Source: an optimization exercise on an open RTL-to-GDS flow (aim: small area and few clock cycles). Production flows keep margins and buffers that such runs may drop.
For this run, only the layout was checked, not whether the RTL still works.
Power and IR drop assume default switching activity.

<file path="flow/constraint.sdc">
create_clock -name core_clock -period 5.0 [get_ports {clk}]
set_input_delay 1.0000 -clock core_clock [delete_from_list [all_inputs] [get_ports {clk}]]
set_output_delay 1.0000 -clock core_clock [all_outputs]
set_load 0.01 [all_outputs]
</file>
<file path="flow/run.sh">
#!/bin/bash
# synth_recipe.tcl (not shown) runs the flow's synth.tcl, then flattens the netlist and writes it again
# the make line also repeats each setting of config.mk as NAME=value (left out here)
make -C /OpenROAD-flow-scripts/flow DESIGN_CONFIG=/design/flow/config.mk WORK_HOME=/design/flow/orfs CLKGATE_MAP_FILE= SYNTH_SCRIPT=/design/flow/synth_recipe.tcl finish
</file>
<file path="flow/design.v">
package ttlcd_pkg;
	localparam int unsigned PageCountDef = 8;
	localparam logic [7:0] LastColumn = 8'd131;
	localparam logic [7:0] WrapColumn = 8'd127;
	localparam logic [7:0] CmdPage = 8'hB0;
	localparam logic [7:0] CmdColHigh = 8'h10;
	localparam logic [7:0] CmdColLow = 8'h00;
	localparam logic [7:0] GlyphWidth = 8'd8;
	localparam logic [7:0] AlignMask = 8'hF8;
	localparam int unsigned GlyphDepth = 1024;
	localparam int unsigned GlyphAddrW = $clog2(GlyphDepth);
	localparam int unsigned ByteW = 8;
	localparam int unsigned RunBytes = 35;
	localparam int unsigned IdxW = $clog2(RunBytes);
	localparam logic [IdxW-1:0] LastIdx = IdxW'(RunBytes - 1);
	localparam logic [1:0] PosPage = 2'd0;
	localparam logic [1:0] PosColHigh = 2'd1;
	localparam logic [1:0] PosColLow = 2'd2;
	localparam logic [1:0] PosData = 2'd3;
	localparam logic [6:0] GlyphFirst = 7'd32;
	localparam int unsigned GlyphCount = 96;
	function automatic logic [39:0] font_core(input logic [6:0] idx);
		logic [39:0] row;
		case (idx)
			7'd0: row = 40'h0000000000;
			7'd1: row = 40'h00004F0000;
			7'd2: row = 40'h0000000000;
			7'd3: row = 40'h0000000000;
			7'd4: row = 40'h0000000000;
			7'd5: row = 40'h2313086462;
			7'd6: row = 40'h0000000000;
			7'd7: row = 40'h0000000000;
			7'd8: row = 40'h0000000000;
			7'd9: row = 40'h0000000000;
			7'd10: row = 40'h0000000000;
			7'd11: row = 40'h08083E0808;
			7'd12: row = 40'h0000000000;
			7'd13: row = 40'h0808080808;
			7'd14: row = 40'h6060000000;
			7'd15: row = 40'h0000000000;
			7'd16: row = 40'h3E4141413E;
			7'd17: row = 40'h44427F4040;
			7'd18: row = 40'h4261514946;
			7'd19: row = 40'h2141454B31;
			7'd20: row = 40'h1814127F10;
			7'd21: row = 40'h2745454539;
			7'd22: row = 40'h2C4A494930;
			7'd23: row = 40'h0301710907;
			7'd24: row = 40'h3649494936;
			7'd25: row = 40'h064949291E;
			7'd26: row = 40'h0036360000;
			7'd27: row = 40'h0000000000;
			7'd28: row = 40'h0000000000;
			7'd29: row = 40'h1414141414;
			7'd30: row = 40'h0000000000;
			7'd31: row = 40'h0201510906;
			7'd32: row = 40'h0000000000;
			7'd33: row = 40'h3C1211123C;
			7'd34: row = 40'h7F49494936;
			7'd35: row = 40'h3E41414122;
			7'd36: row = 40'h7F4141221C;
			7'd37: row = 40'h7F49494941;
			7'd38: row = 40'h7F09090901;
			7'd39: row = 40'h3F41494972;
			7'd40: row = 40'h7F0808087F;
			7'd41: row = 40'h00417F4100;
			7'd42: row = 40'h2040413F01;
			7'd43: row = 40'h7F08142241;
			7'd44: row = 40'h7F40404040;
			7'd45: row = 40'h7F020C027F;
			7'd46: row = 40'h7F0408027F;
			7'd47: row = 40'h3F4141413F;
			7'd48: row = 40'h7F09090906;
			7'd49: row = 40'h3F4151215E;
			7'd50: row = 40'h7F09192946;
			7'd51: row = 40'h2649494932;
			7'd52: row = 40'h01017F0101;
			7'd53: row = 40'h3F4040403F;
			7'd54: row = 40'h1F2040201F;
			7'd55: row = 40'h3F4038403F;
			7'd56: row = 40'h6314081463;
			7'd57: row = 40'h0708700807;
			7'd58: row = 40'h6151494543;
			7'd59: row = 40'h0000000000;
			7'd60: row = 40'h0000000000;
			7'd61: row = 40'h0000000000;
			7'd62: row = 40'h0000000000;
			7'd63: row = 40'h0000000000;
			7'd64: row = 40'h0000000000;
			7'd65: row = 40'h1054545478;
			7'd66: row = 40'h7F48444438;
			7'd67: row = 40'h3844444420;
			7'd68: row = 40'h384444487F;
			7'd69: row = 40'h3854545418;
			7'd70: row = 40'h087E090102;
			7'd71: row = 40'h0C5252523E;
			7'd72: row = 40'h7F08040478;
			7'd73: row = 40'h00447D4000;
			7'd74: row = 40'h2040443400;
			7'd75: row = 40'h7F10284400;
			7'd76: row = 40'h00417F4000;
			7'd77: row = 40'h7C04180478;
			7'd78: row = 40'h7C08040478;
			7'd79: row = 40'h3844444438;
			7'd80: row = 40'h7C14141408;
			7'd81: row = 40'h081414187C;
			7'd82: row = 40'h7C08040408;
			7'd83: row = 40'h4854545420;
			7'd84: row = 40'h043F444020;
			7'd85: row = 40'h3C4040207C;
			7'd86: row = 40'h1C2040201C;
			7'd87: row = 40'h3C4038403C;
			7'd88: row = 40'h4428102844;
			7'd89: row = 40'h0C5050503C;
			7'd90: row = 40'h4464544C44;
			7'd91: row = 40'h0000000000;
			7'd92: row = 40'h0000000000;
			7'd93: row = 40'h0000000000;
			7'd94: row = 40'h0000000000;
			7'd95: row = 40'h0705070000;
			default: row = 40'h0000000000;
		endcase
		font_core = row;
	endfunction
	function automatic logic [ByteW-1:0] glyph_byte(input logic [GlyphAddrW-1:0] addr);
		logic [6:0] code;
		logic [2:0] col;
		logic [39:0] row;
		logic [ByteW-1:0] res;
		code = addr[GlyphAddrW-1:3];
		col = addr[2:0];
		res = '0;
		if (code >= GlyphFirst && col >= 3'd1 && col <= 3'd5) begin
			row = font_core(7'(code - GlyphFirst));
			case (col)
				3'd1: res = row[39:32];
				3'd2: res = row[31:24];
				3'd3: res = row[23:16];
				3'd4: res = row[15:8];
				default: res = row[7:0];
			endcase
		end
		glyph_byte = res;
	endfunction
	typedef struct packed {
		logic valid;
		logic [ByteW-1:0] value;
		logic is_data;
		logic last;
		logic blank;
		logic [GlyphAddrW-1:0] rom_addr;
	} issue_t;
endpackage
module ttlcd_rom (
	input  logic [6:0] code,
	input  logic [2:0] col,
	output logic [6:0] data
);
	logic new_n18;
	logic new_n19;
	logic new_n20;
	logic new_n21;
	logic new_n22;
	logic new_n23;
	logic new_n24;
	logic new_n25;
	logic new_n26;
	logic new_n27;
	logic new_n28;
	logic new_n29;
	logic new_n30;
	logic new_n31;
	logic new_n32;
	logic new_n33;
	logic new_n34;
	logic new_n35;
	logic new_n36;
	logic new_n37;
	logic new_n38;
	logic new_n39;
	logic new_n40;
	logic new_n41;
	logic new_n42;
	logic new_n43;
	logic new_n44;
	logic new_n45;
	logic new_n46;
	logic new_n47;
	logic new_n48;
	logic new_n49;
	logic new_n50;
	logic new_n51;
	logic new_n52;
	logic new_n53;
	logic new_n54;
	logic new_n55;
	logic new_n56;
	logic new_n57;
	logic new_n58;
	logic new_n59;
	logic new_n60;
	logic new_n61;
	logic new_n62;
	logic new_n63;
	logic new_n64;
	logic new_n65;
	logic new_n66;
	logic new_n67;
	logic new_n68;
	logic new_n69;
	logic new_n70;
	logic new_n71;
	logic new_n72;
	logic new_n73;
	logic new_n74;
	logic new_n75;
	logic new_n76;
	logic new_n77;
	logic new_n78;
	logic new_n79;
	logic new_n80;
	logic new_n81;
	logic new_n82;
	logic new_n83;
	logic new_n84;
	logic new_n85;
	logic new_n86;
	logic new_n87;
	logic new_n88;
	logic new_n89;
	logic new_n90;
	logic new_n91;
	logic new_n92;
	logic new_n93;
	logic new_n94;
	logic new_n95;
	logic new_n96;
	logic new_n97;
	logic new_n98;
	logic new_n99;
	logic new_n100;
	logic new_n101;
	logic new_n102;
	logic new_n103;
	logic new_n104;
	logic new_n105;
	logic new_n106;
	logic new_n107;
	logic new_n108;
	logic new_n109;
	logic new_n110;
	logic new_n111;
	logic new_n112;
	logic new_n113;
	logic new_n114;
	logic new_n115;
	logic new_n116;
	logic new_n117;
	logic new_n118;
	logic new_n119;
	logic new_n120;
	logic new_n121;
	logic new_n122;
	logic new_n123;
	logic new_n124;
	logic new_n125;
	logic new_n126;
	logic new_n127;
	logic new_n128;
	logic new_n129;
	logic new_n130;
	logic new_n131;
	logic new_n132;
	logic new_n133;
	logic new_n134;
	logic new_n135;
	logic new_n136;
	logic new_n137;
	logic new_n138;
	logic new_n139;
	logic new_n140;
	logic new_n141;
	logic new_n142;
	logic new_n143;
	logic new_n144;
	logic new_n145;
	logic new_n146;
	logic new_n147;
	logic new_n148;
	logic new_n149;
	logic new_n150;
	logic new_n151;
	logic new_n152;
	logic new_n153;
	logic new_n154;
	logic new_n155;
	logic new_n156;
	logic new_n157;
	logic new_n158;
	logic new_n159;
	logic new_n160;
	logic new_n161;
	logic new_n162;
	logic new_n163;
	logic new_n164;
	logic new_n165;
	logic new_n166;
	logic new_n167;
	logic new_n168;
	logic new_n169;
	logic new_n170;
	logic new_n171;
	logic new_n172;
	logic new_n173;
	logic new_n174;
	logic new_n175;
	logic new_n176;
	logic new_n177;
	logic new_n178;
	logic new_n179;
	logic new_n180;
	logic new_n181;
	logic new_n182;
	logic new_n183;
	logic new_n184;
	logic new_n185;
	logic new_n186;
	logic new_n187;
	logic new_n188;
	logic new_n189;
	logic new_n190;
	logic new_n191;
	logic new_n192;
	logic new_n193;
	logic new_n194;
	logic new_n195;
	logic new_n196;
	logic new_n197;
	logic new_n198;
	logic new_n199;
	logic new_n200;
	logic new_n201;
	logic new_n202;
	logic new_n203;
	logic new_n204;
	logic new_n205;
	logic new_n206;
	logic new_n207;
	logic new_n208;
	logic new_n209;
	logic new_n210;
	logic new_n211;
	logic new_n212;
	logic new_n213;
	logic new_n214;
	logic new_n215;
	logic new_n216;
	logic new_n217;
	logic new_n218;
	logic new_n219;
	logic new_n220;
	logic new_n221;
	logic new_n222;
	logic new_n223;
	logic new_n224;
	logic new_n225;
	logic new_n226;
	logic new_n227;
	logic new_n228;
	logic new_n230;
	logic new_n231;
	logic new_n232;
	logic new_n233;
	logic new_n234;
	logic new_n235;
	logic new_n236;
	logic new_n237;
	logic new_n238;
	logic new_n239;
	logic new_n240;
	logic new_n241;
	logic new_n242;
	logic new_n243;
	logic new_n244;
	logic new_n245;
	logic new_n246;
	logic new_n247;
	logic new_n248;
	logic new_n249;
	logic new_n250;
	logic new_n251;
	logic new_n252;
	logic new_n253;
	logic new_n254;
	logic new_n255;
	logic new_n256;
	logic new_n257;
	logic new_n258;
	logic new_n259;
	logic new_n260;
	logic new_n261;
	logic new_n262;
	logic new_n263;
	logic new_n264;
	logic new_n265;
	logic new_n266;
	logic new_n267;
	logic new_n268;
	logic new_n269;
	logic new_n270;
	logic new_n271;
	logic new_n272;
	logic new_n273;
	logic new_n274;
	logic new_n275;
	logic new_n276;
	logic new_n277;
	logic new_n278;
	logic new_n279;
	logic new_n280;
	logic new_n281;
	logic new_n282;
	logic new_n283;
	logic new_n284;
	logic new_n285;
	logic new_n286;
	logic new_n287;
	logic new_n288;
	logic new_n289;
	logic new_n290;
	logic new_n291;
	logic new_n292;
	logic new_n293;
	logic new_n294;
	logic new_n295;
	logic new_n296;
	logic new_n297;
	logic new_n298;
	logic new_n299;
	logic new_n300;
	logic new_n301;
	logic new_n302;
	logic new_n303;
	logic new_n304;
	logic new_n305;
	logic new_n306;
	logic new_n307;
	logic new_n308;
	logic new_n310;
	logic new_n311;
	logic new_n312;
	logic new_n313;
	logic new_n314;
	logic new_n315;
	logic new_n316;
	logic new_n317;
	logic new_n318;
	logic new_n319;
	logic new_n320;
	logic new_n321;
	logic new_n322;
	logic new_n323;
	logic new_n324;
	logic new_n325;
	logic new_n326;
	logic new_n327;
	logic new_n328;
	logic new_n329;
	logic new_n330;
	logic new_n331;
	logic new_n332;
	logic new_n333;
	logic new_n334;
	logic new_n335;
	logic new_n336;
	logic new_n337;
	logic new_n338;
	logic new_n339;
	logic new_n340;
	logic new_n341;
	logic new_n342;
	logic new_n343;
	logic new_n344;
	logic new_n345;
	logic new_n346;
	logic new_n347;
	logic new_n348;
	logic new_n349;
	logic new_n350;
	logic new_n351;
	logic new_n352;
	logic new_n353;
	logic new_n354;
	logic new_n355;
	logic new_n356;
	logic new_n357;
	logic new_n358;
	logic new_n359;
	logic new_n360;
	logic new_n361;
	logic new_n362;
	logic new_n363;
	logic new_n364;
	logic new_n365;
	logic new_n366;
	logic new_n367;
	logic new_n368;
	logic new_n369;
	logic new_n370;
	logic new_n371;
	logic new_n372;
	logic new_n373;
	logic new_n374;
	logic new_n375;
	logic new_n376;
	logic new_n377;
	logic new_n378;
	logic new_n379;
	logic new_n380;
	logic new_n381;
	logic new_n382;
	logic new_n383;
	logic new_n384;
	logic new_n385;
	logic new_n386;
	logic new_n387;
	logic new_n388;
	logic new_n389;
	logic new_n390;
	logic new_n391;
	logic new_n393;
	logic new_n394;
	logic new_n395;
	logic new_n396;
	logic new_n397;
	logic new_n398;
	logic new_n399;
	logic new_n400;
	logic new_n401;
	logic new_n402;
	logic new_n403;
	logic new_n404;
	logic new_n405;
	logic new_n406;
	logic new_n407;
	logic new_n408;
	logic new_n409;
	logic new_n410;
	logic new_n411;
	logic new_n412;
	logic new_n413;
	logic new_n414;
	logic new_n415;
	logic new_n416;
	logic new_n417;
	logic new_n418;
	logic new_n419;
	logic new_n420;
	logic new_n421;
	logic new_n422;
	logic new_n423;
	logic new_n424;
	logic new_n425;
	logic new_n426;
	logic new_n427;
	logic new_n428;
	logic new_n429;
	logic new_n430;
	logic new_n431;
	logic new_n432;
	logic new_n433;
	logic new_n434;
	logic new_n435;
	logic new_n436;
	logic new_n437;
	logic new_n438;
	logic new_n439;
	logic new_n440;
	logic new_n441;
	logic new_n442;
	logic new_n443;
	logic new_n444;
	logic new_n445;
	logic new_n446;
	logic new_n447;
	logic new_n448;
	logic new_n449;
	logic new_n450;
	logic new_n451;
	logic new_n452;
	logic new_n453;
	logic new_n454;
	logic new_n455;
	logic new_n456;
	logic new_n457;
	logic new_n458;
	logic new_n459;
	logic new_n460;
	logic new_n461;
	logic new_n462;
	logic new_n463;
	logic new_n464;
	logic new_n465;
	logic new_n466;
	logic new_n467;
	logic new_n468;
	logic new_n469;
	logic new_n470;
	logic new_n471;
	logic new_n472;
	logic new_n473;
	logic new_n474;
	logic new_n475;
	logic new_n476;
	logic new_n477;
	logic new_n478;
	logic new_n479;
	logic new_n480;
	logic new_n481;
	logic new_n482;
	logic new_n483;
	logic new_n484;
	logic new_n485;
	logic new_n486;
	logic new_n488;
	logic new_n489;
	logic new_n490;
	logic new_n491;
	logic new_n492;
	logic new_n493;
	logic new_n494;
	logic new_n495;
	logic new_n496;
	logic new_n497;
	logic new_n498;
	logic new_n499;
	logic new_n500;
	logic new_n501;
	logic new_n502;
	logic new_n503;
	logic new_n504;
	logic new_n505;
	logic new_n506;
	logic new_n507;
	logic new_n508;
	logic new_n509;
	logic new_n510;
	logic new_n511;
	logic new_n512;
	logic new_n513;
	logic new_n514;
	logic new_n515;
	logic new_n516;
	logic new_n517;
	logic new_n518;
	logic new_n519;
	logic new_n520;
	logic new_n521;
	logic new_n522;
	logic new_n523;
	logic new_n524;
	logic new_n525;
	logic new_n526;
	logic new_n527;
	logic new_n528;
	logic new_n529;
	logic new_n530;
	logic new_n531;
	logic new_n532;
	logic new_n533;
	logic new_n534;
	logic new_n535;
	logic new_n536;
	logic new_n537;
	logic new_n538;
	logic new_n539;
	logic new_n540;
	logic new_n541;
	logic new_n542;
	logic new_n543;
	logic new_n544;
	logic new_n545;
	logic new_n546;
	logic new_n547;
	logic new_n548;
	logic new_n549;
	logic new_n550;
	logic new_n551;
	logic new_n552;
	logic new_n553;
	logic new_n554;
	logic new_n555;
	logic new_n556;
	logic new_n557;
	logic new_n558;
	logic new_n559;
	logic new_n560;
	logic new_n561;
	logic new_n562;
	logic new_n563;
	logic new_n565;
	logic new_n566;
	logic new_n567;
	logic new_n568;
	logic new_n569;
	logic new_n570;
	logic new_n571;
	logic new_n572;
	logic new_n573;
	logic new_n574;
	logic new_n575;
	logic new_n576;
	logic new_n577;
	logic new_n578;
	logic new_n579;
	logic new_n580;
	logic new_n581;
	logic new_n582;
	logic new_n583;
	logic new_n584;
	logic new_n585;
	logic new_n586;
	logic new_n587;
	logic new_n588;
	logic new_n589;
	logic new_n590;
	logic new_n591;
	logic new_n592;
	logic new_n593;
	logic new_n594;
	logic new_n595;
	logic new_n596;
	logic new_n597;
	logic new_n598;
	logic new_n599;
	logic new_n600;
	logic new_n601;
	logic new_n602;
	logic new_n603;
	logic new_n604;
	logic new_n605;
	logic new_n606;
	logic new_n607;
	logic new_n608;
	logic new_n609;
	logic new_n610;
	logic new_n611;
	logic new_n612;
	logic new_n613;
	logic new_n614;
	logic new_n615;
	logic new_n616;
	logic new_n617;
	logic new_n618;
	logic new_n619;
	logic new_n620;
	logic new_n621;
	logic new_n623;
	logic new_n624;
	logic new_n625;
	logic new_n626;
	logic new_n627;
	logic new_n628;
	logic new_n629;
	logic new_n630;
	logic new_n631;
	logic new_n632;
	logic new_n633;
	logic new_n634;
	logic new_n635;
	logic new_n636;
	logic new_n637;
	logic new_n638;
	logic new_n639;
	logic new_n640;
	logic new_n641;
	logic new_n642;
	logic new_n643;
	logic new_n644;
	logic new_n645;
	logic new_n646;
	logic new_n647;
	logic new_n648;
	logic new_n649;
	logic new_n650;
	logic new_n651;
	logic new_n652;
	logic new_n653;
	logic new_n654;
	logic new_n655;
	logic new_n656;
	logic new_n657;
	logic new_n658;
	logic new_n659;
	logic new_n660;
	logic new_n661;
	logic new_n662;
	logic new_n663;
	logic new_n664;
	logic new_n665;
	logic new_n666;
	logic new_n667;
	logic new_n668;
	logic new_n669;
	logic new_n670;
	assign new_n18 = ~code[0] & ~col[0];
	assign new_n19 = code[6] & ~new_n18;
	assign new_n20 = ~code[2] & code[1];
	assign new_n21 = ~code[4] & code[3];
	assign new_n22 = ~col[0] & new_n21;
	assign new_n23 = new_n20 & ~new_n22;
	assign new_n24 = code[4] & ~code[3];
	assign new_n25 = ~code[1] & new_n24;
	assign new_n26 = ~new_n23 & ~new_n25;
	assign new_n27 = ~code[4] & code[0];
	assign new_n28 = code[4] & ~code[0];
	assign new_n29 = ~new_n27 & ~new_n28;
	assign new_n30 = code[4] & code[2];
	assign new_n31 = ~code[3] & new_n30;
	assign new_n32 = ~new_n21 & ~new_n31;
	assign new_n33 = ~new_n29 & ~new_n32;
	assign new_n34 = ~new_n26 & new_n33;
	assign new_n35 = ~code[4] & code[2];
	assign new_n36 = col[0] & ~new_n35;
	assign new_n37 = code[2] & code[0];
	assign new_n38 = code[1] & new_n37;
	assign new_n39 = new_n36 & new_n38;
	assign new_n40 = ~new_n34 & ~new_n39;
	assign new_n41 = ~new_n19 & ~new_n40;
	assign new_n42 = ~code[6] & ~code[3];
	assign new_n43 = ~new_n37 & new_n42;
	assign new_n44 = ~new_n41 & ~new_n43;
	assign new_n45 = col[1] & ~new_n44;
	assign new_n46 = ~col[1] & col[0];
	assign new_n47 = ~code[3] & ~code[2];
	assign new_n48 = ~code[0] & new_n47;
	assign new_n49 = new_n46 & new_n48;
	assign new_n50 = ~code[6] & code[4];
	assign new_n51 = ~code[1] & new_n50;
	assign new_n52 = ~code[1] & code[0];
	assign new_n53 = code[2] & ~code[1];
	assign new_n54 = ~new_n52 & ~new_n53;
	assign new_n55 = ~new_n47 & ~new_n54;
	assign new_n56 = ~new_n51 & ~new_n55;
	assign new_n57 = ~new_n49 & new_n56;
	assign new_n58 = ~new_n45 & new_n57;
	assign new_n59 = code[5] & ~col[2];
	assign new_n60 = code[0] & ~new_n47;
	assign new_n61 = code[1] & ~code[0];
	assign new_n62 = code[4] & ~code[2];
	assign new_n63 = code[3] & new_n62;
	assign new_n64 = ~new_n61 & new_n63;
	assign new_n65 = ~new_n24 & ~new_n64;
	assign new_n66 = ~new_n60 & ~new_n65;
	assign new_n67 = ~code[3] & new_n52;
	assign new_n68 = code[2] & new_n67;
	assign new_n69 = ~new_n66 & ~new_n68;
	assign new_n70 = ~code[1] & ~code[0];
	assign new_n71 = ~code[3] & code[2];
	assign new_n72 = new_n70 & new_n71;
	assign new_n73 = code[6] & ~new_n72;
	assign new_n74 = col[2] & ~col[1];
	assign new_n75 = code[5] & new_n74;
	assign new_n76 = ~new_n73 & new_n75;
	assign new_n77 = ~new_n69 & new_n76;
	assign new_n78 = ~new_n59 & ~new_n77;
	assign new_n79 = ~code[3] & code[0];
	assign new_n80 = ~code[2] & ~code[1];
	assign new_n81 = col[0] & new_n80;
	assign new_n82 = new_n79 & new_n81;
	assign new_n83 = code[2] & ~new_n79;
	assign new_n84 = col[1] & ~new_n83;
	assign new_n85 = ~code[1] & ~new_n84;
	assign new_n86 = code[4] & ~new_n85;
	assign new_n87 = ~new_n82 & ~new_n86;
	assign new_n88 = ~new_n78 & ~new_n87;
	assign new_n89 = ~new_n58 & new_n88;
	assign new_n90 = ~new_n36 & new_n77;
	assign new_n91 = code[5] & col[2];
	assign new_n92 = code[1] & ~new_n79;
	assign new_n93 = ~code[2] & ~new_n29;
	assign new_n94 = new_n92 & new_n93;
	assign new_n95 = ~new_n91 & new_n94;
	assign new_n96 = ~code[4] & code[1];
	assign new_n97 = ~new_n37 & new_n96;
	assign new_n98 = new_n21 & new_n52;
	assign new_n99 = code[2] & new_n98;
	assign new_n100 = ~new_n97 & ~new_n99;
	assign new_n101 = code[3] & ~code[2];
	assign new_n102 = code[0] & new_n101;
	assign new_n103 = code[4] & new_n72;
	assign new_n104 = ~new_n102 & ~new_n103;
	assign new_n105 = new_n61 & new_n101;
	assign new_n106 = new_n35 & new_n70;
	assign new_n107 = ~new_n105 & ~new_n106;
	assign new_n108 = ~new_n32 & new_n107;
	assign new_n109 = new_n104 & new_n108;
	assign new_n110 = ~new_n100 & new_n109;
	assign new_n111 = ~new_n95 & ~new_n110;
	assign new_n112 = ~col[2] & col[1];
	assign new_n113 = ~col[0] & new_n74;
	assign new_n114 = ~new_n112 & ~new_n113;
	assign new_n115 = code[6] & new_n27;
	assign new_n116 = code[3] & new_n115;
	assign new_n117 = ~new_n114 & new_n116;
	assign new_n118 = new_n111 & new_n117;
	assign new_n119 = ~new_n90 & ~new_n118;
	assign new_n120 = code[6] & new_n46;
	assign new_n121 = ~new_n28 & ~new_n61;
	assign new_n122 = code[5] & code[4];
	assign new_n123 = code[1] & new_n122;
	assign new_n124 = new_n121 & ~new_n123;
	assign new_n125 = ~code[3] & ~col[2];
	assign new_n126 = ~code[2] & new_n125;
	assign new_n127 = ~new_n124 & new_n126;
	assign new_n128 = ~code[3] & col[2];
	assign new_n129 = ~code[0] & ~new_n128;
	assign new_n130 = ~code[1] & new_n101;
	assign new_n131 = ~code[4] & ~code[3];
	assign new_n132 = ~code[5] & code[2];
	assign new_n133 = new_n131 & new_n132;
	assign new_n134 = ~new_n130 & ~new_n133;
	assign new_n135 = new_n129 & ~new_n134;
	assign new_n136 = ~code[5] & ~new_n62;
	assign new_n137 = ~new_n35 & ~new_n136;
	assign new_n138 = col[2] & new_n67;
	assign new_n139 = new_n137 & new_n138;
	assign new_n140 = ~new_n135 & ~new_n139;
	assign new_n141 = ~new_n127 & new_n140;
	assign new_n142 = new_n111 & new_n141;
	assign new_n143 = new_n120 & ~new_n142;
	assign new_n144 = code[6] & new_n112;
	assign new_n145 = code[3] & ~new_n81;
	assign new_n146 = code[0] & col[0];
	assign new_n147 = ~new_n18 & ~new_n146;
	assign new_n148 = ~code[4] & ~code[0];
	assign new_n149 = code[2] & ~new_n148;
	assign new_n150 = new_n147 & new_n149;
	assign new_n151 = code[4] & code[0];
	assign new_n152 = ~code[5] & new_n151;
	assign new_n153 = ~code[1] & new_n152;
	assign new_n154 = new_n20 & ~new_n28;
	assign new_n155 = ~code[5] & ~code[2];
	assign new_n156 = new_n27 & ~new_n155;
	assign new_n157 = ~new_n154 & ~new_n156;
	assign new_n158 = ~new_n153 & new_n157;
	assign new_n159 = ~new_n150 & new_n158;
	assign new_n160 = ~new_n145 & ~new_n159;
	assign new_n161 = new_n107 & ~new_n160;
	assign new_n162 = new_n144 & ~new_n161;
	assign new_n163 = new_n46 & ~new_n133;
	assign new_n164 = code[5] & code[2];
	assign new_n165 = new_n70 & new_n164;
	assign new_n166 = ~new_n20 & ~new_n165;
	assign new_n167 = ~new_n35 & ~new_n131;
	assign new_n168 = ~new_n166 & ~new_n167;
	assign new_n169 = ~code[1] & new_n122;
	assign new_n170 = new_n79 & ~new_n80;
	assign new_n171 = ~new_n169 & new_n170;
	assign new_n172 = new_n52 & ~new_n164;
	assign new_n173 = code[5] & ~new_n24;
	assign new_n174 = new_n172 & new_n173;
	assign new_n175 = ~new_n171 & ~new_n174;
	assign new_n176 = ~new_n168 & new_n175;
	assign new_n177 = ~new_n163 & ~new_n176;
	assign new_n178 = new_n61 & new_n63;
	assign new_n179 = ~code[5] & code[3];
	assign new_n180 = new_n106 & new_n179;
	assign new_n181 = ~new_n178 & ~new_n180;
	assign new_n182 = ~new_n177 & new_n181;
	assign new_n183 = code[1] & ~col[2];
	assign new_n184 = code[6] & ~new_n183;
	assign new_n185 = ~new_n46 & ~new_n74;
	assign new_n186 = new_n184 & ~new_n185;
	assign new_n187 = ~new_n182 & new_n186;
	assign new_n188 = ~new_n162 & ~new_n187;
	assign new_n189 = ~new_n143 & new_n188;
	assign new_n190 = new_n119 & new_n189;
	assign new_n191 = ~new_n89 & new_n190;
	assign new_n192 = col[1] & new_n183;
	assign new_n193 = ~code[1] & new_n46;
	assign new_n194 = ~new_n192 & ~new_n193;
	assign new_n195 = new_n146 & ~new_n194;
	assign new_n196 = code[6] & ~code[1];
	assign new_n197 = new_n74 & new_n196;
	assign new_n198 = ~new_n18 & new_n197;
	assign new_n199 = ~new_n195 & ~new_n198;
	assign new_n200 = ~new_n27 & ~new_n199;
	assign new_n201 = new_n18 & new_n144;
	assign new_n202 = ~new_n121 & new_n201;
	assign new_n203 = ~code[6] & ~code[1];
	assign new_n204 = ~new_n185 & new_n203;
	assign new_n205 = code[4] & new_n18;
	assign new_n206 = ~new_n27 & ~new_n205;
	assign new_n207 = new_n204 & ~new_n206;
	assign new_n208 = new_n50 & new_n61;
	assign new_n209 = new_n46 & new_n208;
	assign new_n210 = new_n71 & ~new_n209;
	assign new_n211 = ~new_n207 & new_n210;
	assign new_n212 = ~new_n202 & new_n211;
	assign new_n213 = ~new_n200 & new_n212;
	assign new_n214 = ~code[6] & code[1];
	assign new_n215 = col[1] & ~col[0];
	assign new_n216 = ~new_n46 & ~new_n215;
	assign new_n217 = new_n214 & ~new_n216;
	assign new_n218 = col[0] & new_n196;
	assign new_n219 = col[1] & new_n218;
	assign new_n220 = ~new_n217 & ~new_n219;
	assign new_n221 = ~col[2] & new_n148;
	assign new_n222 = ~new_n220 & new_n221;
	assign new_n223 = code[3] & code[2];
	assign new_n224 = ~new_n222 & new_n223;
	assign new_n225 = code[5] & ~new_n224;
	assign new_n226 = ~new_n213 & new_n225;
	assign new_n227 = ~code[0] & new_n226;
	assign new_n228 = new_n35 & new_n227;
	assign data[6] = ~(new_n191 & ~new_n228);
	assign new_n230 = code[3] & new_n122;
	assign new_n231 = ~code[5] & ~col[2];
	assign new_n232 = new_n70 & ~new_n231;
	assign new_n233 = code[1] & code[0];
	assign new_n234 = ~code[3] & ~new_n233;
	assign new_n235 = ~new_n232 & ~new_n234;
	assign new_n236 = ~new_n125 & ~new_n235;
	assign new_n237 = code[2] & ~new_n183;
	assign new_n238 = code[5] & ~code[3];
	assign new_n239 = new_n183 & ~new_n238;
	assign new_n240 = ~new_n237 & ~new_n239;
	assign new_n241 = ~new_n236 & ~new_n240;
	assign new_n242 = new_n141 & ~new_n241;
	assign new_n243 = ~new_n30 & ~new_n151;
	assign new_n244 = ~new_n242 & new_n243;
	assign new_n245 = ~new_n230 & new_n244;
	assign new_n246 = new_n52 & new_n63;
	assign new_n247 = code[4] & new_n80;
	assign new_n248 = new_n79 & new_n247;
	assign new_n249 = ~code[3] & new_n106;
	assign new_n250 = ~new_n248 & ~new_n249;
	assign new_n251 = col[2] & ~new_n250;
	assign new_n252 = ~new_n246 & ~new_n251;
	assign new_n253 = ~new_n35 & ~new_n59;
	assign new_n254 = new_n79 & new_n253;
	assign new_n255 = new_n252 & new_n254;
	assign new_n256 = ~new_n245 & ~new_n255;
	assign new_n257 = new_n20 & new_n131;
	assign new_n258 = new_n256 & ~new_n257;
	assign new_n259 = new_n46 & ~new_n258;
	assign new_n260 = code[6] & new_n259;
	assign new_n261 = ~new_n72 & ~new_n233;
	assign new_n262 = ~code[4] & ~new_n261;
	assign new_n263 = new_n24 & ~new_n70;
	assign new_n264 = ~new_n262 & ~new_n263;
	assign new_n265 = ~code[5] & ~new_n264;
	assign new_n266 = ~new_n32 & new_n61;
	assign new_n267 = ~new_n265 & ~new_n266;
	assign new_n268 = code[6] & new_n74;
	assign new_n269 = ~new_n144 & ~new_n268;
	assign new_n270 = ~col[0] & ~new_n269;
	assign new_n271 = ~new_n267 & new_n270;
	assign new_n272 = new_n256 & new_n271;
	assign new_n273 = code[6] & col[0];
	assign new_n274 = ~col[2] & new_n273;
	assign new_n275 = new_n24 & new_n38;
	assign new_n276 = ~code[1] & ~new_n122;
	assign new_n277 = ~new_n120 & new_n276;
	assign new_n278 = ~new_n104 & new_n277;
	assign new_n279 = ~new_n275 & ~new_n278;
	assign new_n280 = new_n274 & ~new_n279;
	assign new_n281 = new_n52 & new_n113;
	assign new_n282 = new_n61 & new_n112;
	assign new_n283 = ~new_n281 & ~new_n282;
	assign new_n284 = code[3] & ~new_n283;
	assign new_n285 = code[3] & ~code[0];
	assign new_n286 = ~col[0] & new_n285;
	assign new_n287 = ~new_n92 & ~new_n286;
	assign new_n288 = new_n46 & ~new_n52;
	assign new_n289 = new_n287 & new_n288;
	assign new_n290 = ~new_n284 & ~new_n289;
	assign new_n291 = new_n50 & ~new_n290;
	assign new_n292 = code[6] & ~code[3];
	assign new_n293 = new_n205 & ~new_n292;
	assign new_n294 = col[1] & ~new_n21;
	assign new_n295 = ~new_n203 & new_n294;
	assign new_n296 = new_n146 & ~new_n295;
	assign new_n297 = ~new_n293 & ~new_n296;
	assign new_n298 = ~code[6] & ~new_n79;
	assign new_n299 = new_n112 & ~new_n298;
	assign new_n300 = ~new_n197 & ~new_n299;
	assign new_n301 = code[4] & ~new_n300;
	assign new_n302 = ~new_n192 & ~new_n301;
	assign new_n303 = ~new_n297 & ~new_n302;
	assign new_n304 = ~code[2] & ~new_n303;
	assign new_n305 = ~new_n291 & new_n304;
	assign new_n306 = new_n226 & ~new_n305;
	assign new_n307 = ~new_n280 & ~new_n306;
	assign new_n308 = ~new_n272 & new_n307;
	assign data[5] = ~(~new_n260 & new_n308);
	assign new_n310 = code[2] & ~new_n259;
	assign new_n311 = code[1] & col[1];
	assign new_n312 = code[4] & ~col[0];
	assign new_n313 = ~new_n216 & ~new_n312;
	assign new_n314 = ~new_n311 & ~new_n313;
	assign new_n315 = ~new_n29 & new_n125;
	assign new_n316 = ~new_n314 & new_n315;
	assign new_n317 = code[0] & ~col[2];
	assign new_n318 = new_n96 & new_n317;
	assign new_n319 = ~code[3] & code[1];
	assign new_n320 = new_n148 & new_n319;
	assign new_n321 = ~new_n318 & ~new_n320;
	assign new_n322 = ~new_n316 & new_n321;
	assign new_n323 = ~code[5] & ~new_n131;
	assign new_n324 = col[1] & ~new_n323;
	assign new_n325 = col[0] & ~new_n324;
	assign new_n326 = ~new_n322 & new_n325;
	assign new_n327 = code[1] & new_n113;
	assign new_n328 = ~new_n193 & ~new_n327;
	assign new_n329 = code[3] & ~new_n328;
	assign new_n330 = new_n148 & new_n329;
	assign new_n331 = ~new_n114 & new_n122;
	assign new_n332 = new_n287 & new_n331;
	assign new_n333 = ~code[2] & ~new_n332;
	assign new_n334 = ~new_n330 & new_n333;
	assign new_n335 = ~new_n326 & new_n334;
	assign new_n336 = code[6] & ~new_n335;
	assign new_n337 = ~col[0] & ~new_n131;
	assign new_n338 = new_n52 & ~new_n337;
	assign new_n339 = code[5] & new_n233;
	assign new_n340 = new_n22 & new_n339;
	assign new_n341 = new_n179 & new_n205;
	assign new_n342 = ~new_n340 & ~new_n341;
	assign new_n343 = ~new_n338 & new_n342;
	assign new_n344 = ~new_n269 & ~new_n329;
	assign new_n345 = ~new_n343 & new_n344;
	assign new_n346 = ~new_n336 & ~new_n345;
	assign new_n347 = ~new_n310 & ~new_n346;
	assign new_n348 = ~new_n130 & ~new_n306;
	assign new_n349 = col[2] & new_n46;
	assign new_n350 = ~new_n70 & new_n122;
	assign new_n351 = new_n349 & new_n350;
	assign new_n352 = ~new_n348 & new_n351;
	assign new_n353 = code[5] & new_n112;
	assign new_n354 = new_n83 & ~new_n285;
	assign new_n355 = ~code[0] & col[0];
	assign new_n356 = ~code[2] & new_n355;
	assign new_n357 = ~new_n354 & ~new_n356;
	assign new_n358 = code[2] & code[1];
	assign new_n359 = ~new_n71 & ~new_n358;
	assign new_n360 = ~new_n81 & new_n359;
	assign new_n361 = ~new_n357 & new_n360;
	assign new_n362 = ~new_n82 & ~new_n361;
	assign new_n363 = new_n50 & ~new_n362;
	assign new_n364 = ~code[3] & col[0];
	assign new_n365 = code[6] & ~col[0];
	assign new_n366 = new_n178 & ~new_n365;
	assign new_n367 = code[6] & new_n319;
	assign new_n368 = ~new_n67 & ~new_n218;
	assign new_n369 = ~new_n367 & new_n368;
	assign new_n370 = new_n35 & ~new_n369;
	assign new_n371 = ~new_n366 & ~new_n370;
	assign new_n372 = ~new_n364 & ~new_n371;
	assign new_n373 = ~new_n41 & ~new_n372;
	assign new_n374 = ~new_n363 & new_n373;
	assign new_n375 = new_n353 & ~new_n374;
	assign new_n376 = new_n152 & ~new_n183;
	assign new_n377 = new_n30 & ~new_n70;
	assign new_n378 = ~new_n106 & ~new_n377;
	assign new_n379 = ~new_n376 & new_n378;
	assign new_n380 = new_n120 & ~new_n379;
	assign new_n381 = ~new_n280 & ~new_n380;
	assign new_n382 = ~code[3] & ~new_n381;
	assign new_n383 = new_n131 & new_n164;
	assign new_n384 = code[0] & new_n383;
	assign new_n385 = ~new_n269 & new_n384;
	assign new_n386 = new_n122 & new_n204;
	assign new_n387 = ~new_n357 & new_n386;
	assign new_n388 = ~new_n385 & ~new_n387;
	assign new_n389 = ~new_n382 & new_n388;
	assign new_n390 = ~new_n375 & new_n389;
	assign new_n391 = ~new_n352 & new_n390;
	assign data[4] = ~(~new_n347 & new_n391);
	assign new_n393 = new_n101 & new_n112;
	assign new_n394 = ~new_n19 & new_n393;
	assign new_n395 = ~new_n49 & ~new_n394;
	assign new_n396 = ~new_n259 & new_n395;
	assign new_n397 = new_n169 & ~new_n396;
	assign new_n398 = ~new_n30 & new_n146;
	assign new_n399 = new_n314 & ~new_n398;
	assign new_n400 = ~new_n33 & ~new_n314;
	assign new_n401 = ~new_n38 & ~new_n48;
	assign new_n402 = ~new_n130 & new_n401;
	assign new_n403 = new_n59 & new_n402;
	assign new_n404 = ~new_n400 & new_n403;
	assign new_n405 = ~new_n399 & new_n404;
	assign new_n406 = new_n346 & new_n405;
	assign new_n407 = ~new_n91 & ~new_n141;
	assign new_n408 = ~new_n247 & ~new_n407;
	assign new_n409 = ~new_n122 & ~new_n408;
	assign new_n410 = new_n148 & new_n358;
	assign new_n411 = ~new_n103 & ~new_n410;
	assign new_n412 = code[5] & ~new_n411;
	assign new_n413 = new_n94 & ~new_n156;
	assign new_n414 = ~new_n412 & ~new_n413;
	assign new_n415 = ~new_n409 & new_n414;
	assign new_n416 = new_n101 & new_n205;
	assign new_n417 = new_n250 & ~new_n416;
	assign new_n418 = code[2] & new_n131;
	assign new_n419 = col[0] & ~new_n418;
	assign new_n420 = new_n144 & ~new_n419;
	assign new_n421 = new_n417 & new_n420;
	assign new_n422 = ~new_n415 & new_n421;
	assign new_n423 = ~new_n132 & ~new_n233;
	assign new_n424 = ~new_n319 & new_n423;
	assign new_n425 = ~code[4] & ~new_n424;
	assign new_n426 = ~col[1] & ~new_n127;
	assign new_n427 = ~new_n425 & new_n426;
	assign new_n428 = ~new_n79 & ~new_n148;
	assign new_n429 = new_n358 & ~new_n428;
	assign new_n430 = ~new_n24 & ~new_n101;
	assign new_n431 = new_n70 & ~new_n430;
	assign new_n432 = ~new_n429 & ~new_n431;
	assign new_n433 = code[5] & ~new_n275;
	assign new_n434 = ~new_n432 & ~new_n433;
	assign new_n435 = new_n21 & new_n165;
	assign new_n436 = new_n28 & new_n155;
	assign new_n437 = col[1] & ~new_n98;
	assign new_n438 = ~new_n436 & new_n437;
	assign new_n439 = ~new_n435 & new_n438;
	assign new_n440 = ~new_n434 & new_n439;
	assign new_n441 = new_n274 & ~new_n440;
	assign new_n442 = ~new_n427 & new_n441;
	assign new_n443 = code[6] & new_n417;
	assign new_n444 = ~new_n38 & ~new_n319;
	assign new_n445 = ~new_n72 & ~new_n130;
	assign new_n446 = new_n444 & new_n445;
	assign new_n447 = new_n312 & ~new_n446;
	assign new_n448 = ~code[6] & ~new_n99;
	assign new_n449 = ~code[2] & new_n233;
	assign new_n450 = new_n21 & new_n449;
	assign new_n451 = ~new_n246 & ~new_n450;
	assign new_n452 = new_n448 & new_n451;
	assign new_n453 = ~new_n447 & new_n452;
	assign new_n454 = new_n75 & ~new_n453;
	assign new_n455 = ~new_n443 & new_n454;
	assign new_n456 = ~new_n442 & ~new_n455;
	assign new_n457 = ~code[2] & ~new_n233;
	assign new_n458 = ~new_n151 & ~new_n319;
	assign new_n459 = code[5] & ~new_n458;
	assign new_n460 = new_n457 & new_n459;
	assign new_n461 = ~new_n59 & new_n80;
	assign new_n462 = ~new_n164 & ~new_n461;
	assign new_n463 = new_n79 & ~new_n462;
	assign new_n464 = ~new_n249 & ~new_n463;
	assign new_n465 = ~new_n460 & new_n464;
	assign new_n466 = ~new_n109 & new_n465;
	assign new_n467 = new_n120 & ~new_n466;
	assign new_n468 = code[4] & code[3];
	assign new_n469 = new_n52 & new_n167;
	assign new_n470 = ~new_n468 & ~new_n469;
	assign new_n471 = new_n62 & new_n470;
	assign new_n472 = new_n101 & new_n148;
	assign new_n473 = ~new_n246 & ~new_n472;
	assign new_n474 = ~col[1] & ~new_n473;
	assign new_n475 = new_n27 & new_n71;
	assign new_n476 = ~new_n311 & new_n475;
	assign new_n477 = ~new_n320 & ~new_n476;
	assign new_n478 = ~new_n474 & new_n477;
	assign new_n479 = ~new_n471 & new_n478;
	assign new_n480 = code[6] & ~code[5];
	assign new_n481 = ~new_n114 & new_n480;
	assign new_n482 = ~new_n479 & new_n481;
	assign new_n483 = ~new_n467 & ~new_n482;
	assign new_n484 = new_n456 & new_n483;
	assign new_n485 = ~new_n422 & new_n484;
	assign new_n486 = ~new_n406 & new_n485;
	assign data[3] = ~(~new_n397 & new_n486);
	assign new_n488 = new_n64 & new_n245;
	assign new_n489 = new_n105 & ~new_n245;
	assign new_n490 = new_n231 & new_n410;
	assign new_n491 = ~new_n91 & ~new_n490;
	assign new_n492 = new_n70 & new_n430;
	assign new_n493 = new_n470 & ~new_n492;
	assign new_n494 = ~new_n491 & new_n493;
	assign new_n495 = ~new_n489 & ~new_n494;
	assign new_n496 = ~new_n488 & new_n495;
	assign new_n497 = ~new_n71 & new_n270;
	assign new_n498 = ~new_n496 & new_n497;
	assign new_n499 = ~new_n263 & ~new_n339;
	assign new_n500 = new_n71 & ~new_n499;
	assign new_n501 = new_n252 & ~new_n500;
	assign new_n502 = ~new_n409 & new_n501;
	assign new_n503 = col[2] & ~new_n457;
	assign new_n504 = ~code[5] & ~code[3];
	assign new_n505 = ~new_n70 & new_n504;
	assign new_n506 = new_n111 & ~new_n505;
	assign new_n507 = ~new_n503 & ~new_n506;
	assign new_n508 = new_n179 & new_n244;
	assign new_n509 = ~new_n507 & ~new_n508;
	assign new_n510 = new_n502 & new_n509;
	assign new_n511 = new_n101 & ~new_n121;
	assign new_n512 = new_n120 & ~new_n511;
	assign new_n513 = ~new_n510 & new_n512;
	assign new_n514 = ~new_n146 & ~new_n196;
	assign new_n515 = new_n24 & ~new_n514;
	assign new_n516 = ~code[1] & ~new_n146;
	assign new_n517 = ~new_n96 & ~new_n516;
	assign new_n518 = ~new_n67 & ~new_n285;
	assign new_n519 = new_n517 & ~new_n518;
	assign new_n520 = ~new_n515 & ~new_n519;
	assign new_n521 = ~new_n41 & new_n520;
	assign new_n522 = ~code[2] & ~new_n521;
	assign new_n523 = code[0] & ~col[0];
	assign new_n524 = ~new_n71 & ~new_n523;
	assign new_n525 = ~code[4] & new_n196;
	assign new_n526 = ~new_n524 & new_n525;
	assign new_n527 = new_n19 & ~new_n71;
	assign new_n528 = ~new_n444 & new_n527;
	assign new_n529 = ~new_n526 & ~new_n528;
	assign new_n530 = ~new_n522 & new_n529;
	assign new_n531 = new_n353 & ~new_n530;
	assign new_n532 = ~code[2] & new_n183;
	assign new_n533 = ~new_n237 & ~new_n532;
	assign new_n534 = ~code[6] & ~new_n533;
	assign new_n535 = ~code[2] & ~new_n214;
	assign new_n536 = code[3] & ~new_n535;
	assign new_n537 = ~new_n534 & ~new_n536;
	assign new_n538 = new_n355 & ~new_n537;
	assign new_n539 = new_n53 & ~new_n285;
	assign new_n540 = ~new_n114 & new_n539;
	assign new_n541 = new_n214 & new_n317;
	assign new_n542 = new_n46 & ~new_n541;
	assign new_n543 = ~new_n138 & new_n542;
	assign new_n544 = ~new_n540 & ~new_n543;
	assign new_n545 = ~new_n129 & new_n184;
	assign new_n546 = new_n122 & ~new_n449;
	assign new_n547 = ~new_n545 & new_n546;
	assign new_n548 = ~new_n544 & new_n547;
	assign new_n549 = ~new_n538 & new_n548;
	assign new_n550 = ~new_n201 & ~new_n281;
	assign new_n551 = new_n383 & ~new_n550;
	assign new_n552 = code[5] & ~code[0];
	assign new_n553 = ~new_n172 & ~new_n552;
	assign new_n554 = new_n21 & ~new_n553;
	assign new_n555 = new_n102 & ~new_n137;
	assign new_n556 = ~new_n103 & ~new_n555;
	assign new_n557 = ~new_n554 & new_n556;
	assign new_n558 = new_n112 & new_n273;
	assign new_n559 = ~new_n557 & new_n558;
	assign new_n560 = ~new_n551 & ~new_n559;
	assign new_n561 = ~new_n549 & new_n560;
	assign new_n562 = ~new_n531 & new_n561;
	assign new_n563 = ~new_n513 & new_n562;
	assign data[2] = ~(~new_n498 & new_n563);
	assign new_n565 = ~new_n102 & ~new_n132;
	assign new_n566 = ~new_n256 & ~new_n565;
	assign new_n567 = ~new_n409 & ~new_n566;
	assign new_n568 = new_n120 & ~new_n567;
	assign new_n569 = ~new_n27 & new_n261;
	assign new_n570 = ~new_n60 & ~new_n569;
	assign new_n571 = new_n100 & ~new_n570;
	assign new_n572 = ~code[6] & new_n122;
	assign new_n573 = ~code[4] & ~new_n319;
	assign new_n574 = new_n480 & new_n573;
	assign new_n575 = ~new_n572 & ~new_n574;
	assign new_n576 = new_n113 & ~new_n575;
	assign new_n577 = ~new_n571 & new_n576;
	assign new_n578 = ~code[6] & new_n164;
	assign new_n579 = new_n67 & new_n578;
	assign new_n580 = ~new_n253 & new_n579;
	assign new_n581 = ~new_n402 & new_n572;
	assign new_n582 = ~new_n580 & ~new_n581;
	assign new_n583 = new_n46 & ~new_n582;
	assign new_n584 = code[1] & new_n385;
	assign new_n585 = ~new_n383 & ~new_n436;
	assign new_n586 = new_n268 & new_n355;
	assign new_n587 = ~new_n585 & new_n586;
	assign new_n588 = new_n319 & new_n480;
	assign new_n589 = new_n163 & new_n588;
	assign new_n590 = new_n38 & new_n230;
	assign new_n591 = new_n274 & new_n590;
	assign new_n592 = ~new_n589 & ~new_n591;
	assign new_n593 = ~new_n587 & new_n592;
	assign new_n594 = ~new_n584 & new_n593;
	assign new_n595 = ~new_n583 & new_n594;
	assign new_n596 = ~new_n577 & new_n595;
	assign new_n597 = ~new_n568 & new_n596;
	assign new_n598 = code[2] & ~new_n228;
	assign new_n599 = new_n375 & ~new_n598;
	assign new_n600 = new_n191 & new_n599;
	assign new_n601 = new_n147 & ~new_n468;
	assign new_n602 = new_n119 & ~new_n601;
	assign new_n603 = ~new_n148 & new_n480;
	assign new_n604 = ~new_n602 & new_n603;
	assign new_n605 = ~new_n36 & ~new_n523;
	assign new_n606 = ~code[6] & new_n238;
	assign new_n607 = ~new_n605 & new_n606;
	assign new_n608 = ~new_n227 & ~new_n607;
	assign new_n609 = ~new_n604 & new_n608;
	assign new_n610 = ~new_n101 & ~new_n137;
	assign new_n611 = ~col[0] & ~new_n122;
	assign new_n612 = ~new_n610 & new_n611;
	assign new_n613 = ~new_n54 & new_n112;
	assign new_n614 = ~new_n133 & new_n613;
	assign new_n615 = ~new_n500 & new_n614;
	assign new_n616 = ~new_n612 & new_n615;
	assign new_n617 = ~new_n609 & new_n616;
	assign new_n618 = code[2] & new_n217;
	assign new_n619 = ~new_n191 & new_n618;
	assign new_n620 = ~new_n617 & ~new_n619;
	assign new_n621 = ~new_n600 & new_n620;
	assign data[1] = ~(new_n597 & new_n621);
	assign new_n623 = ~new_n216 & new_n579;
	assign new_n624 = ~new_n568 & ~new_n623;
	assign new_n625 = ~col[2] & ~new_n624;
	assign new_n626 = ~new_n80 & new_n572;
	assign new_n627 = code[6] & new_n410;
	assign new_n628 = ~new_n626 & ~new_n627;
	assign new_n629 = ~new_n355 & ~new_n628;
	assign new_n630 = ~new_n228 & ~new_n629;
	assign new_n631 = ~code[3] & new_n74;
	assign new_n632 = ~new_n630 & new_n631;
	assign new_n633 = new_n35 & new_n290;
	assign new_n634 = ~new_n101 & ~new_n633;
	assign new_n635 = new_n327 & new_n457;
	assign new_n636 = ~new_n349 & ~new_n635;
	assign new_n637 = ~new_n634 & ~new_n636;
	assign new_n638 = ~new_n31 & ~new_n63;
	assign new_n639 = new_n46 & ~new_n638;
	assign new_n640 = ~new_n637 & ~new_n639;
	assign new_n641 = new_n62 & new_n233;
	assign new_n642 = new_n27 & new_n80;
	assign new_n643 = new_n480 & ~new_n642;
	assign new_n644 = ~new_n641 & new_n643;
	assign new_n645 = ~new_n640 & new_n644;
	assign new_n646 = ~new_n112 & new_n290;
	assign new_n647 = new_n517 & new_n607;
	assign new_n648 = ~new_n646 & new_n647;
	assign new_n649 = ~new_n60 & new_n480;
	assign new_n650 = ~new_n26 & new_n649;
	assign new_n651 = new_n80 & new_n179;
	assign new_n652 = new_n360 & ~new_n651;
	assign new_n653 = code[5] & ~new_n101;
	assign new_n654 = new_n115 & ~new_n653;
	assign new_n655 = ~new_n652 & new_n654;
	assign new_n656 = ~new_n581 & ~new_n655;
	assign new_n657 = ~new_n650 & new_n656;
	assign new_n658 = ~new_n114 & ~new_n657;
	assign new_n659 = ~new_n133 & ~new_n435;
	assign new_n660 = new_n72 & new_n312;
	assign new_n661 = new_n364 & new_n410;
	assign new_n662 = ~new_n590 & ~new_n661;
	assign new_n663 = ~new_n660 & new_n662;
	assign new_n664 = new_n659 & new_n663;
	assign new_n665 = new_n144 & ~new_n664;
	assign new_n666 = ~new_n591 & ~new_n665;
	assign new_n667 = ~new_n658 & new_n666;
	assign new_n668 = ~new_n648 & new_n667;
	assign new_n669 = ~new_n645 & new_n668;
	assign new_n670 = ~new_n632 & new_n669;
	assign data[0] = ~(~new_n625 & new_n670);
endmodule
module text_to_lcd_command_stream #(
	parameter int unsigned PAGE_COUNT = ttlcd_pkg::PageCountDef
) (
	input  logic       clk,
	input  logic       arst_n,
	input  logic       in_valid,
	output logic       in_ready,
	input  logic [7:0] char_code,
	output logic       out_valid,
	input  logic       out_ready,
	output logic [7:0] out_byte,
	output logic       is_data,
	output logic       last
);
	localparam int unsigned PageW = (PAGE_COUNT > 1) ? $clog2(PAGE_COUNT) : 1;
	localparam logic [PageW-1:0] PageMax = PageW'(PAGE_COUNT - 1);
	logic [3:0]       grp_q;
	logic [1:0]       pos_q;
	logic [6:0]       code_q;    
	logic [3:0]       cell_q;    
	logic [PageW-1:0] page_q;
	logic       idle;
	logic       last_byte;
	logic       take;
	logic       step;
	logic [7:0] col_cur;
	logic [7:0] mirrored;
	logic [6:0] glyph;
	assign idle = grp_q[3] & (pos_q == 2'd3);
	assign last_byte = grp_q[3] & (pos_q == 2'd2);
	assign in_ready = idle | (last_byte & out_ready);
	assign take = in_valid & in_ready;
	assign step = out_ready & ~idle;
	always_ff @(posedge clk or negedge arst_n) begin
		if (!arst_n) begin
			grp_q <= 4'd8;
			pos_q <= 2'd3;
			cell_q <= '0;
			page_q <= '0;
		end else begin
			if (take) begin
				grp_q <= '0;
				pos_q <= '0;
			end else if (step) begin
				{grp_q, pos_q} <= {grp_q, pos_q} + 6'd1;
			end
			if (step & last_byte) begin
				cell_q <= cell_q + 4'd1;
				if (cell_q == 4'd15) begin
					page_q <= (page_q == PageMax) ? '0 : page_q + PageW'(1);
				end
			end
		end
	end
	always_ff @(posedge clk) begin
		if (in_ready) begin
			code_q <= char_code[7] ? 7'd0 : char_code[6:0];
		end
	end
	assign col_cur = {1'b0, cell_q, 3'b000} + {4'b0, grp_q};
	assign mirrored = ttlcd_pkg::LastColumn - col_cur;
	ttlcd_rom u_font (
		.code(code_q),
		.col (grp_q[2:0]),
		.data(glyph)
	);
	assign out_valid = ~idle;
	assign is_data = (pos_q == 2'd3);
	assign last = last_byte;
	always_comb begin
		case (pos_q)
			2'd0: out_byte = ttlcd_pkg::CmdPage + 8'(page_q);
			2'd1: out_byte = ttlcd_pkg::CmdColHigh + {4'b0, mirrored[7:4]};
			2'd2: out_byte = ttlcd_pkg::CmdColLow + {4'b0, mirrored[3:0]};
			default: out_byte = {1'b0, glyph};
		endcase
	end
endmodule
</file>
<file path="flow/config.mk">
export PLATFORM = sky130hd
export DESIGN_NAME = text_to_lcd_command_stream
export DESIGN_NICKNAME = text_to_lcd_command_stream
export VERILOG_FILES = /design/flow/design.v
export SDC_FILE = /design/flow/constraint.sdc
export NUM_CORES = 4
export LEC_CHECK = 0
export ABC_AREA = 1
export CAP_MARGIN = 20
export CORE_MARGIN = 2
export CORE_UTILIZATION = 40
export SLEW_MARGIN = 20
export SYNTH_MEMORY_MAX_BITS = 16384
</file>
==> results.txt <==
worst max-delay path, stage by stage (launching register included):
cell,delay [ns]
edfxtp_1,0.67
buf_4,0.31
buf_4,0.18
nand2_1,0.07
nand2_1,0.10
nand2_1,0.08
nor2_1,0.35
nand2_1,0.10
nand2_1,0.10
nand2_1,0.14
nand2_1,0.10
nand2_1,0.05
nand2_1,0.07
nand2_1,0.09
nand3_1,0.10
nand2_1,0.05
nand3_1,0.07
nor2_1,0.04
nor2_1,0.08
clkdlybuf4s50_1,0.53
where the power goes:
group | switching [uW] | total [uW] | internal, uW
clock | 57.6 | 128 | 70.4
combinational | 1160 | 1730 | 571
sequential | 71.4 | 302 | 231
kinds of logic after synthesis:
family	Yosys count	synth area share, %
compound gates	136	20.0
xor+xnor	3	0.665
fa+ha+maj	29	9.19
buf+inv	118	12.7
flops	20	13.7
simple gates	411	43.8
cell usage after synthesis (4+ instances only):
library cell,n
clkbuf_1,7
dfrtp_1,10
nand3_1,65
nand2_1,219
a21oi_1,38
o21ai_0,49
edfxtp_1,7
nor2_2,4
buf_4,7
o2111ai_1,4
nand2_2,5
nand4_1,10
nor2_1,84
a31oi_1,6
inv_1,81
inv_2,6
ha_1,29
nor3_1,16
o211ai_1,7
o21ai_1,4
o22ai_1,9
buf_2,11
through the flow:
stage               total power, uW  cells  hold WS (ns)
floorplan                      1260    717         0.475
global placement               1930    877         0.503
detailed placement             1920    877         0.527
CTS                            2050    881         0.544
global route                   2290    881         0.561
finish                         2160    881         0.544
flip-flops by register name, indices dropped and copies added (netlist names):
signal / cells
code_q: 7
pos_q: 2
grp_q: 4
cell_q: 4
page_q: 3
final timing paths:
kind	cells after the start	endpoint	slack (ns)	start
worst min register to register	2	page_q[2]$_DFFE_PN0P_	0.54	page_q[2]$_DFFE_PN0P_
max in group asynchronous	1	grp_q[2]$_DFFE_PN0P_	3.49	arst_n
worst max-delay path	19	out_byte[1]	0.44	code_q[2]$_SDFFCE_PP0N_
worst max register to register	11	page_q[0]$_DFFE_PN0P_	2.86	pos_q[1]$_DFFE_PN1P_
worst min-delay path	2	page_q[2]$_DFFE_PN0P_	0.54	page_q[2]$_DFFE_PN0P_
min in group asynchronous	1	cell_q[3]$_DFFE_PN0P_	1.11	arst_n
layer usage:
layer | up-vias | global-route usage [%] | routed length, um
li1 | 2431 | - | -
met1 | 2557 | 53.1 | 7700
met2 | 519 | 65.3 | 9230
met3 | 165 | 10.7 | 2900
met4 | 0 | 29.8 | 1990
met5 | - | 0 | 0
cell type report:
type                            count  area (sq um)
Fill cell                        1065          5200
Multi-Input combinational cell    579          2910
Sequential cell                    20           539
Timing Repair Buffer               55           470
Inverter                           90           343
Tap cell                          133           166
Clock buffer                        4          55.1
==> results.txt <==
- Status: complete, no violations
- Total CTS buffers: 3
- Actual slew at the worst max-slew pin: 0.769 ns
- Final number of setup-violating endpoints: 0
- Ranking of synthesized cells by area: nand2_1 (21%), ha_1 (9.2%), nand3_1 (8.2%)
- Crit Path Max Fanout: 12
- Final Instance Area: 0.00448 sq mm
- Synth Net Count: 758
- Die area: 0.0107 sq mm
- PortBufs: 23
- Post-synthesis register bit count: 20
- Layout Skew: 0.00803 ns
- Setup TNS: 0 ns
- Layout cells sized above 1: 8.16%
- Core area: 0.00968 sq mm
- Dominant synthesized flop cell: dfrtp_1
- Die width: 103 um
- Clock transition at path regs: 0.08 ns
- Post-Syn Area: 0.00395 sq mm
- Synth top area share: 20.8%
- Synth unique cells: 43
- Clock Path Buffers: 2
- Hold_buf cts: 0
- Hold Path Class: reg -> reg
- Fin crit share: 91.1%
- DRC: 0
- Antenna violations before repair: 1
- Most frequent cells in the layout: nand2_1 (219), nor2_1 (84), inv_1 (81)
- Post-synth top area cell: nand2_1
- CP Class: reg -> out
- GR Util All Layers: 42.9%
- Number of global-route vias before repair: 5,485
- RSZ-0062 raised after global routing: no
- CP startpoint kind: flip-flop
- CTS tree: yes
- Vias post-DR: 5,672
- Final Hold Fails: 0
- Slew headroom: 48.7%
- Initial Util: 40.8%
- Cell Rows: 36
- Arrival @ worst endpoint: 3.56 ns
- Clock Latency Late Sink: 0.27 ns
- Remaining antenna violation count after routing: 0
- Die Ht: 103 um
- Asr flop ratio synth: 65.0%
- Dpl hpwl: 16.8 mm
- CTS root buf: clkbuf_8
- Layout area overhead: 13.5%
- Fin nets: 790
- Avg Vias per Cell: 6.44
- Largest net degree at the start of global routing: 24
- Setup Fix Bufs, Post-CTS: 0
- I/O pin cnt: 24
- Dpl ws: 0.928 ns
- Pwr/cell area: 482 mW/mm^2
- Register area share after synthesis: 13.7%
- Max cap viols: 0
- Diode count: 0
- Pleak: 0.00232 uW
- DRT iter0 DRCs: 859
- Post_cts resized: 0
- Setup slack after layout: 0.444 ns
- Worst vdd ir: 0.371 mV
- Worst EP required: 4.00 ns
- Post-Syn Instances: 717
- Post-layout minimum cycle time: 4.56 ns
- Commonest non-fill, non-tap cell in the layout: nand2_1
- Utilization after layout: 46.3%
- Detailed Routing Iterations Pass 1: 6
- CTS sink count: 20
- Crit. End Element: output port
- First-pass GRT wire length: 33.2 mm
- Synth warn: 1
- Placed cell areas: 0.00443 sq mm
- Post-synth EDFFs: 7
- Average cell area after synthesis: 5.51 sq um
- RD Place Congestion: 1.20
- Count of pins over their slew limit: 0
- H-tree Lvls: 1
- WL/cell: 24.8 um
- Peak Freq: 219 MHz
- Remaining global-route overflow: 0
- Final WL: 21.8 mm

-- separate check: timing with driven ports --
In the flow no input, the clock included, has a driving cell. The finished layout below was timed again as built, in two steps.
Step 1, drivers: a clkbuf_16 drives clk and a buf_2 each remaining input, both assumed.
Step 2 also shifts input and output timing later by t, the mid clock arrival at the registers, as if the neighbouring blocks saw the same clock.
Three values: ideal, step 1, step 2; two values: the first two.
t, ns: 0.296
setup WS [ns]: 0.444 / 0.415 / 0.711
hold WS [ns]: 0.544 / 0.544 / 0.544
After both steps this run still meets setup and hold. The setup slack of this run moves by -0.029 ns with the drivers and by +0.267 ns with both steps.
